From an optimization exercise on the open Yosys and OpenROAD flow, aimed at small area; shortcuts taken in it are not production practice.
The RTL was checked by simulation tests, not by an equivalence proof against the original design.
Power is estimated from default activity; no workload was simulated.

**flow/run.sh**
```bash
#!/bin/bash
# synth_recipe.tcl (not shown) runs the flow's synth.tcl, then flattens the netlist and writes it again
# the make line also repeats each setting of config.mk as NAME=value (left out here)
make -C /OpenROAD-flow-scripts/flow DESIGN_CONFIG=/design/flow/config.mk WORK_HOME=/design/flow/orfs CLKGATE_MAP_FILE= SYNTH_SCRIPT=/design/flow/synth_recipe.tcl finish
```
**flow/config.mk**
```make
export PLATFORM = sky130hd
export DESIGN_NAME = grf_bypass_sb
export DESIGN_NICKNAME = grf_bypass_sb
export VERILOG_FILES = /design/flow/design.v
export SDC_FILE = /design/flow/constraint.sdc
export NUM_CORES = 4
export LEC_CHECK = 0
export CAP_MARGIN = 20
export CORE_MARGIN = 2
export CORE_UTILIZATION = 40
export SLEW_MARGIN = 20
```
**flow/constraint.sdc**
```tcl
create_clock -name core_clock -period 6.5 [get_ports {Clk}]
set_input_delay 1.3000 -clock core_clock [delete_from_list [all_inputs] [get_ports {Clk}]]
set_output_delay 1.3000 -clock core_clock [all_outputs]
set_load 0.01 [all_outputs]
```
**flow/design.v**
```verilog
module grf_bypass_sb #(
  parameter int DATA_W   = 32,
  parameter int ADDR_W   = 5,
  parameter int ZERO_REG = 1,
  parameter int BYPASS   = 1
) (
  input  logic              Clk,
  input  logic              Clr_n,
  input  logic [ADDR_W-1:0] A1,
  input  logic [ADDR_W-1:0] A2,
  output logic [DATA_W-1:0] RD1,
  output logic [DATA_W-1:0] RD2,
  output logic              Busy1,
  output logic              Busy2,
  input  logic              WE0,
  input  logic [ADDR_W-1:0] A3_0,
  input  logic [DATA_W-1:0] WD0,
  input  logic              WE1,
  input  logic [ADDR_W-1:0] A3_1,
  input  logic [DATA_W-1:0] WD1,
  input  logic              RsvE,
  input  logic [ADDR_W-1:0] RsvA
);
  localparam int DEPTH = 2 ** ADDR_W;
  logic [DEPTH-1:0][DATA_W-1:0] regs_q;
  logic [DEPTH-1:0][DATA_W-1:0] regs_d;
  logic [DEPTH-1:0]  busy_q;
  logic [DEPTH-1:0]  busy_d;
  logic we0_ok;
  logic we1_ok;
  logic rsv_ok;
  function automatic logic is_zero(input logic [ADDR_W-1:0] a);
    is_zero = (ZERO_REG != 0) && (a == '0);
  endfunction
  always_comb begin
    we0_ok = WE0 && !is_zero(A3_0);
    we1_ok = WE1 && !is_zero(A3_1);
    rsv_ok = RsvE && !is_zero(RsvA);
  end
  always_comb begin
    regs_d = regs_q;
    busy_d = busy_q;
    if (we0_ok) begin
      regs_d[A3_0] = WD0;
      busy_d[A3_0] = 1'b0;
    end
    if (we1_ok) begin
      regs_d[A3_1] = WD1;
      busy_d[A3_1] = 1'b0;
    end
    if (rsv_ok) begin
      busy_d[RsvA] = 1'b1;
    end
  end
  always_ff @(posedge Clk or negedge Clr_n) begin
    if (!Clr_n) begin
      regs_q <= '0;
      busy_q <= '0;
    end else begin
      regs_q <= regs_d;
      busy_q <= busy_d;
    end
  end
  function automatic logic [DATA_W-1:0] rd_data(input logic [ADDR_W-1:0] a);
    logic [DATA_W-1:0] d;
    d = regs_q[a];
    if (is_zero(a)) begin
      d = '0;
    end else if ((BYPASS != 0) && WE1 && (A3_1 == a)) begin
      d = WD1;
    end else if ((BYPASS != 0) && WE0 && (A3_0 == a)) begin
      d = WD0;
    end
    rd_data = d;
  endfunction
  function automatic logic rd_busy(input logic [ADDR_W-1:0] a);
    logic b;
    b = busy_q[a];
    if (is_zero(a)) begin
      b = 1'b0;
    end else if ((BYPASS != 0) && ((WE1 && (A3_1 == a)) || (WE0 && (A3_0 == a)))) begin
      b = 1'b0;
    end
    rd_busy = b;
  endfunction
  always_comb begin
    RD1   = rd_data(A1);
    RD2   = rd_data(A2);
    Busy1 = rd_busy(A1);
    Busy2 = rd_busy(A2);
  end
endmodule
```
==> impl_metrics.csv, run 1 <==
group,metric,value,unit
hold_path,min_path_cells,0,
status,status,"no timing/DRC/antenna violations",
timing,whs,397.9,ps
job,cap_violations,0,
clocking,cts.clk_slew.worst_paths,60,ps
setup_path,critical_path_class,"in -> out",
routing,routed_via_density,6.452,
setup_path,r2r_cells,2,
floorplan,die_w,412.7,um
logic_synthesis,avgSynthCellArea,9.879,um^2
pwr,p_int,17.22,mW
setup_path,worstReg2RegEnd,"busy_q[1]",
clocking,insertion_delay,750,ps
routing,drc,0,
pwr,max-vdd-ir-drop,0.2384,mV
routing,drt_wl_total,264.7,mm
floorplan,die_area,0.1703,mm^2
pwr,p_leak,32.28,nW
timing,hold_viol,0,
pwr,switching_share,33.03,%
placed_design,port_buffers,159,
logic_synthesis,yosysUniqueCellTypes,70,
finish,layout-drive-gt1-share,14.81,%
floorplan,start_util,40.40,%
global_route,grt_max_degree,159,
setup_path,crit_path_top_delay_cell,"a21oi_1",
timing,rsz0062_at_grt,"no",
logic_synthesis,yosysTopAreaCellShare,39.55,%
logic_synthesis,synth_warnings,1,
logic_synthesis,synth_edf_count,0,
global_route,antenna_found_initial,10,
pwr,power_density,345.5,mW/mm^2
logic_synthesis,synthTopCellsByArea,"dfrtp_1 40%, mux2i_1 16%, mux4_2 14%, nand2_1 6.3%, o21ai_1 3.9%",
setup_path,cp-start-kind,"primary input",
pwr,seqPwrFrac,43.0,%
pwr,p_comb_share,29.5,%
clocking,cts_buffers,114,
clocking,ctsLongestPathBuffers,3,
routing,ant_nets,0,
timing,finalSetupTns,0,ps
timing,max_freq,164.2,MHz
clocking,cts_hold_repair.buffers,0,
global_route,grt_pass1_wl,385.2,mm
setup_path,arrival,4790,ps
routing,avgRoutedWirePerCell,30.29,um
clocking,h-tree-depth,3,
finish,final_area,0.07444,mm^2
logic_synthesis,synth_ff_type,"dfrtp_1",
floorplan,ios,160,
logic_synthesis,synth_top_area_cell,"dfrtp_1",
finish,layoutNonFillerInstCount,8738,
timing,finalSetupViolCount,0,
hold_path,hp-class,"reg -> reg",
setup_path,reg2reg_slack,5640,ps
setup_path,cp.required,5200,ps
logic_synthesis,syn_area,0.06681,mm^2
logic_synthesis,synthCells,6763,
clocking,cts.sinks,1056,
pwr,power.net_switching,8.495,mW
logic_synthesis,seq_area_frac_synth,39.55,%
placed_design,dp_cells,8521,
setup_path,rr_startpoint,"busy_q[1]",
timing,fin_crit_sh,93.71,%
logic_synthesis,ys_top_cells_by_count,"1121 x nand2_1, 1056 x dfrtp_1, 1048 x mux2i_1",
clocking,postCtsSetupBuffers,0,
routing,drt_iter0_markers,7527,
logic_synthesis,synth_seq_cells,1056,
finish,fill_cells,15410,
clocking,ctsResizeCount,0,
setup_path,crit_top_cell,"buf_4",
global_route,grt_pass1_vias,55260,
floorplan,core.rowCount,149,
setup_path,startpoint,"A1[2]",
placed_design,dpl-instance-area,0.07045,mm^2
global_route,grt.overflow.total,0,
finish,nNetsFinal,6551,
timing,report.final.slew_viol_count,0,
timing,worst_pin_slew,1127,ps
timing,clock_skew,0,ps
timing,layout_min_cycle_time,6091,ps
setup_path,max_stage_delay,660,ps
placed_design,hpwlAfterDp,156.2,mm
timing,setup_ws,408.8,ps
floorplan,dieHeight,412.7,um
timing,relSlewSlack,24.84,%
pwr,pwr-share-clk,27.5,%
logic_synthesis,synth-async-reset-ratio,100.0,%
logic_synthesis,synth_nets,6865,
placed_design,place_ws,618.2,ps
placed_design,gp_congestion,0.9076,
global_route,grt.total_usage,30.65,%
setup_path,cp_cell_sequence,"buf_4 -> buf_4 -> nand3b_1 -> buf_12 -> o221ai_1 -> a211oi_1 -> a21oi_1 -> mux2i_1 -> o21ai_1 -> clkdlybuf4s50_1",
routing,num_vias,56380,
setup_path,critPathMaxFanout,39,
setup_path,end_kind,"output port",
clocking,root_buffer,"clkbuf_16",
clocking,cts_tree,"yes",
routing,firstDrtPassIters,6,
logic_synthesis,synth.most_common_cell,"nand2_1",
setup_path,crit_end,"RD1[29]",
floorplan,core_region_area,0.1654,mm^2
finish,area_growth,11.41,%
-- state kept, by name (all words and copies together), names as in the netlist --
name	count
busy_q	32
regs_q	1024
-- cell families after synthesis --
family,after synthesis,synth area share [%]
mux,1458,29.49
buf+inv,873,5.635
xor+xnor,31,0.4513
compound gates,1527,13.57
fa+ha+maj,8,0.1498
simple gates,1810,11.16
flops,1056,39.55
-- worst max-delay path, delay by kind of cell --
family,cells,cell delay [ps]
simple gates,1,260
compound gates,4,1320
buf+inv,4,1630
mux,1,230
-- placed cells by master (no fill, tap or decap), types with 7 or more instances in the layout --
cell             instances
nand2_1               1115
dfrtp_1               1056
mux2i_1               1048
o21ai_1                519
nor2_1                 470
mux4_2                 408
a21oi_1                290
a31oi_1                226
buf_4                  221
clkdlybuf4s50_1        147
a22oi_1                124
clkbuf_16              116
o21ai_0                 90
o22ai_1                 78
o221ai_1                66
a211oi_1                64
buf_12                  48
nand3_1                 47
and3_1                  32
a221o_1                 32
clkbuf_1                26
clkinv_2                24
nor2_4                  21
clkbuf_8                21
inv_1                   17
nor3_4                  17
xor2_1                  16
bufinv_16               15
xnor2_1                 11
nand3_4                 11
nand4_1                  9
nand3b_1                 9
ha_1                     8
diode_2                  7
nor3_1                   7
a32o_1                   7
a22o_1                   7
-- how the worst min path moves through the flow --
| stage | start | endpoint | slack (ps) |
|---|---|---|---|
| final | regs_q[28] | regs_q[28] | 400 |
| after global routing | regs_q[0] | regs_q[0] | 410 |
| after CTS | regs_q[27] | regs_q[27] | 400 |
| after detailed placement | regs_q[28] | regs_q[28] | 380 |
| after global placement | regs_q[27] | regs_q[27] | 380 |
| after floorplan | regs_q[0] | regs_q[0] | 440 |
-- per-stage QoR --
step / utilization, % / power, mW
floorplan: - / 16.08
global placement: 42.60 / 18.14
detailed placement: 42.60 / 18.53
CTS: 44.99 / 25.56
global route: 45.01 / 26.93
finish: 45.02 / 25.72
-- area by class of cell --
| cell class | count | area [um^2] | share of cell area (%) |
|---|---|---|---|
| Inverter | 20 | 75.07 | 0.1009 |
| Antenna cell | 7 | 17.52 | 0.02353 |
| Multi-Input combinational cell | 4834 | 37050 | 49.77 |
| Clock inverter | 46 | 664.4 | 0.8925 |
| Clock buffer | 163 | 3289 | 4.419 |
| Timing Repair Buffer | 423 | 4177 | 5.611 |
| Tap cell | 2189 | 2739 | 3.679 |
| Sequential cell | 1056 | 26430 | 35.50 |
-- metal layers --
metal | vias to the layer above | share of wire, % | GRT usage (%)
met3 | 844 | 11 | 8.076
met4 | 2 | 5.7 | 15.68
met2 | 3541 | 45 | 47.20
met1 | 28130 | 39 | 39.71
met5 | - | 0.0049 | 0
li1 | 23860 | - | -
-- power by group through the flow --
| stage | Combinational (mW) | Clock, mW | Sequential, mW |
|---|---|---|---|
| 2_1_floorplan | 5.67 | 0 | 10.4 |
| 3_3_place_gp | 7.28 | 0 | 10.9 |
| 3_5_place_dp | 7.49 | 0 | 11.0 |
| 4_1_cts | 7.50 | 7.11 | 11.0 |
| 5_1_grt | 8.22 | 7.37 | 11.3 |
| 6_report | 7.60 | 7.06 | 11.1 |
==> run 2: changes to the inputs <==
==> flow/design.v (replaced) <==
module grf_wbit (
  input  logic s1,
  input  logic s0,
  input  logic h,
  input  logic d1,
  input  logic d0,
  input  logic q,
  output logic d
);
  assign d = (s1 & d1) | (s0 & d0) | (h & q);
endmodule
module grf_aoi3 (
  input  logic [2:0] sel,
  input  logic [2:0] din,
  output logic       dn
);
  assign dn = ~|(sel & din);
endmodule
module grf_rbit #(
  parameter int N = 33
) (
  input  logic [N-1:0] sel,
  input  logic [N-1:0] din,
  output logic         dout
);
  localparam int G = N / 3;
  logic [G-1:0] gn;
  for (genvar g = 0; g < G; g++) begin : g_grp
    grf_aoi3 u_g (.sel(sel[3*g +: 3]), .din(din[3*g +: 3]), .dn(gn[g]));
  end
  assign dout = ~&gn;
endmodule
module grf_bypass_sb #(
  parameter int DATA_W   = 32,
  parameter int ADDR_W   = 5,
  parameter int ZERO_REG = 1,
  parameter int BYPASS   = 1
) (
  input  logic              Clk,
  input  logic              Clr_n,
  input  logic [ADDR_W-1:0] A1,
  input  logic [ADDR_W-1:0] A2,
  output logic [DATA_W-1:0] RD1,
  output logic [DATA_W-1:0] RD2,
  output logic              Busy1,
  output logic              Busy2,
  input  logic              WE0,
  input  logic [ADDR_W-1:0] A3_0,
  input  logic [DATA_W-1:0] WD0,
  input  logic              WE1,
  input  logic [ADDR_W-1:0] A3_1,
  input  logic [DATA_W-1:0] WD1,
  input  logic              RsvE,
  input  logic [ADDR_W-1:0] RsvA
);
  localparam int DEPTH = 2 ** ADDR_W;
  logic [DEPTH-1:1][DATA_W-1:0] regs_q;
  logic [DEPTH-1:1][DATA_W-1:0] regs_d;
  logic [DEPTH-1:1]             valid_q;
  logic [DEPTH-1:1]             busy_q;
  logic [DEPTH-1:1] w0, w1, rsv, take0, hold;
  always_comb begin
    for (int r = 1; r < DEPTH; r++) begin
      w0[r]  = WE0  && (A3_0 == ADDR_W'(r));
      w1[r]  = WE1  && (A3_1 == ADDR_W'(r));
      rsv[r] = RsvE && (RsvA == ADDR_W'(r));
    end
    take0 = w0 & ~w1;
    hold  = ~(w0 | w1);
  end
  for (genvar r = 1; r < DEPTH; r++) begin : g_reg
    for (genvar b = 0; b < DATA_W; b++) begin : g_bit
      grf_wbit u_w (
        .s1(w1[r]), .s0(take0[r]), .h(hold[r]),
        .d1(WD1[b]), .d0(WD0[b]), .q(regs_q[r][b]), .d(regs_d[r][b])
      );
    end
  end
  always_ff @(posedge Clk) begin
    regs_q <= regs_d;
  end
  always_ff @(posedge Clk or negedge Clr_n) begin
    if (!Clr_n) begin
      valid_q <= '0;
      busy_q  <= '0;
    end else begin
      valid_q <= valid_q | w0 | w1;
      busy_q  <= rsv | (busy_q & ~(w0 | w1));
    end
  end
  function automatic logic [DEPTH:0] rd_sel(input logic [ADDR_W-1:0] a);
    logic nz, m1, m0;
    logic [DEPTH:0] sel;
    nz = (a != '0);
    m1 = WE1 && (A3_1 == a);
    m0 = WE0 && (A3_0 == a);
    sel[DEPTH]   = nz && m1;
    sel[0]       = nz && m0 && !m1;
    for (int r = 1; r < DEPTH; r++)
      sel[r] = !m1 && !m0 && (a == ADDR_W'(r)) && valid_q[r];
    rd_sel = sel;
  endfunction
  function automatic logic rd_busy(input logic [ADDR_W-1:0] a);
    logic b;
    b = 1'b0;
    for (int r = 1; r < DEPTH; r++)
      b = b | ((a == ADDR_W'(r)) && busy_q[r]);
    rd_busy = b && !(WE1 && (A3_1 == a)) && !(WE0 && (A3_0 == a));
  endfunction
  logic [DEPTH:0] sel1, sel2;
  always_comb begin
    sel1  = rd_sel(A1);
    sel2  = rd_sel(A2);
    Busy1 = rd_busy(A1);
    Busy2 = rd_busy(A2);
  end
  logic [DATA_W-1:0][DEPTH:0] col;
  for (genvar b = 0; b < DATA_W; b++) begin : g_col
    assign col[b][DEPTH] = WD1[b];
    assign col[b][0]     = WD0[b];
    for (genvar r = 1; r < DEPTH; r++) begin : g_row
      assign col[b][r] = regs_q[r][b];
    end
  end
  for (genvar b = 0; b < DATA_W; b++) begin : g_rd
    grf_rbit #(.N(DEPTH + 1)) u_r1 (.sel(sel1), .din(col[b]), .dout(RD1[b]));
    grf_rbit #(.N(DEPTH + 1)) u_r2 (.sel(sel2), .din(col[b]), .dout(RD2[b]));
  end
endmodule
--- a/flow/config.mk
+++ b/flow/config.mk
@@ -8,4 +8,7 @@
 export CAP_MARGIN = 20
 export CORE_MARGIN = 2
-export CORE_UTILIZATION = 40
+export CORE_UTILIZATION = 60
+export CTS_BUF_LIST = sky130_fd_sc_hd__clkbuf_8
+export GPL_TIMING_DRIVEN = 0
 export SLEW_MARGIN = 20
+export SYNTH_HIERARCHICAL = 1
==> impl_metrics.csv, run 2 <==
group,metric,value,unit
status,status,"did not finish",
status,haltStage,"global routing",
status,error,"[ERROR GRT-0232] Routing congestion too high. Check the congestion heatmap in the GUI.",
logic_synthesis,yosysTopAreaCellShare,42.54,%
timing,worst_endpoint_kind,"output port",
global_route,antenna_found_initial,59,
logic_synthesis,synth_nets,4600,
logic_synthesis,seq_area_frac_synth,45.87,%
clocking,root_buffer,"clkbuf_8",
logic_synthesis,synth_seq_cells,1054,
logic_synthesis,synth_top_area_cell,"dfxtp_1",
logic_synthesis,syn_area,0.04668,mm^2
placed_design,port_buffers,148,
clocking,h-tree-depth,4,
logic_synthesis,synth_warnings,7,
clocking,ctsLongestPathBuffers,3,
logic_synthesis,synthTopCellsByArea,"dfxtp_1 43%, a222oi_1 36%, inv_1 8.0%, dfrtp_1 3.3%, nand4_1 1.8%",
logic_synthesis,synth_edf_count,0,
logic_synthesis,synth.most_common_cell,"a222oi_1",
placed_design,hpwlAfterDp,167.3,mm
clocking,cts.sinks,1054,
logic_synthesis,synth-async-reset-ratio,5.882,%
floorplan,start_util,60.46,%
global_route,grt.total_usage,79.16,%
clocking,cts_buffers,172,
logic_synthesis,synth_ff_type,"dfxtp_1",
floorplan,core.rowCount,102,
global_route,grt_max_degree,47,
floorplan,dieHeight,282.9,um
global_route,grt.overflow.total,12,
logic_synthesis,synthCells,4506,
floorplan,die_w,282.9,um
floorplan,ios,160,
logic_synthesis,yosysUniqueCellTypes,59,
timing,grt-worst-endpoint,"RD1[18]",
placed_design,gp_congestion,1.100,
logic_synthesis,ys_top_cells_by_count,"1696 x a222oi_1, 996 x inv_1, 992 x dfxtp_1",
logic_synthesis,avgSynthCellArea,10.36,um^2
==> run 2: changes by cell type after synthesis, moves of 258 or more <==
cell      delta
a21oi_1    -258
dfxtp_1    +992
mux2i_1   -1043
nand2_1   -1074
a222oi_1  +1696
inv_1      +979
mux4_2     -408
o21ai_1    -519
clkbuf_1   -490
dfrtp_1    -994
nor2_1     -405
==> run 2: metrics by stage <==
step | area [um^2] | instances | setup WS [ps]
2_1_floorplan | 46680 | 4506 | 611.5
3_3_place_gp | 49460 | 5694 | -4717
3_5_place_dp | 55090 | 5934 | -674.8
4_1_cts | 58940 | 6257 | -55.06
==> run 2: how the worst max path moves through the flow <==
stage	cells after the start	endpoint	slack [ps]	startpoint
CTS	13	RD2[25]	-60	A2[3]
detailed placement	12	RD2[25]	-670	A2[3]
global placement	6	regs_q[470]	-4720	A3_1[2]
floorplan	8	RD2[0]	610	A2[3]
==> run 2: modules after synthesis, one instance, submodules excluded, a selection <==
| module | copies in the design | cells inside |
|---|---|---|
| grf_aoi3 | 704 | 1 |
| grf_wbit | 992 | 2 |
| grf_bypass_sb | 1 | 1562 |
==> run 2: kinds of logic after synthesis <==
group	Yosys count	share of synthesized area, %
multiplexers	12	0.2761
AO/OA/AOI/OAI	1797	37.88
AND/OR/NAND/NOR	585	7.205
buffers and inverters	1038	8.400
XOR/XNOR	20	0.3752
flip-flops	1054	45.87
==> run 2: per-layer routing <==
layer,GRT usage (%),GRT overflow
met1,80.82,1
met2,90.32,6
met3,69.08,2
met4,74.47,3
met5,47.26,0
==> run 2: repair_timing <==
item	in CTS
gates resized for setup	65
buffers inserted	8
pin swaps	25
endpoints found under the hold margin	0
setup endpoints to repair	64
hold buffers	0
cloned	0
==> run 2: power groups by stage <==
stage          registers (mW)  logic (mW)  clock network, mW
3_3_place_gp             9.35        3.23                  0
3_5_place_dp             9.50        3.49                  0
2_1_floorplan            9.11        2.20                  0
4_1_cts                  9.41        3.58               5.94

separate check: timing with driven ports:
In the flow no input, the clock included, has a driving cell. The finished layout below was timed again as built, in two steps.
Step 1, drivers: a clkbuf_16 drives Clk and a buf_2 each remaining input, both assumed.
Step 2, shift: input delay + t, output delay - t, t = (earliest + latest rising clock arrival at the registers) / 2. This alone moves slack from input paths to output paths.
a / b / c = no drivers / after step 1 / after step 2; a / b = the first two.
run: run 1
shift t [ns]: 0.845
slack for setup (ns): 0.409 / 0.382 / 0.382
worst setup path after step 2: input to output
clock arrival spread, ns: 0.047 / 0.046
worst data-port slew with drivers (ns): 0.18
After both steps run 1 still meets setup and hold. For run 1, drivers alone change the setup slack by -0.027 ns; drivers and shift together by -0.027 ns.
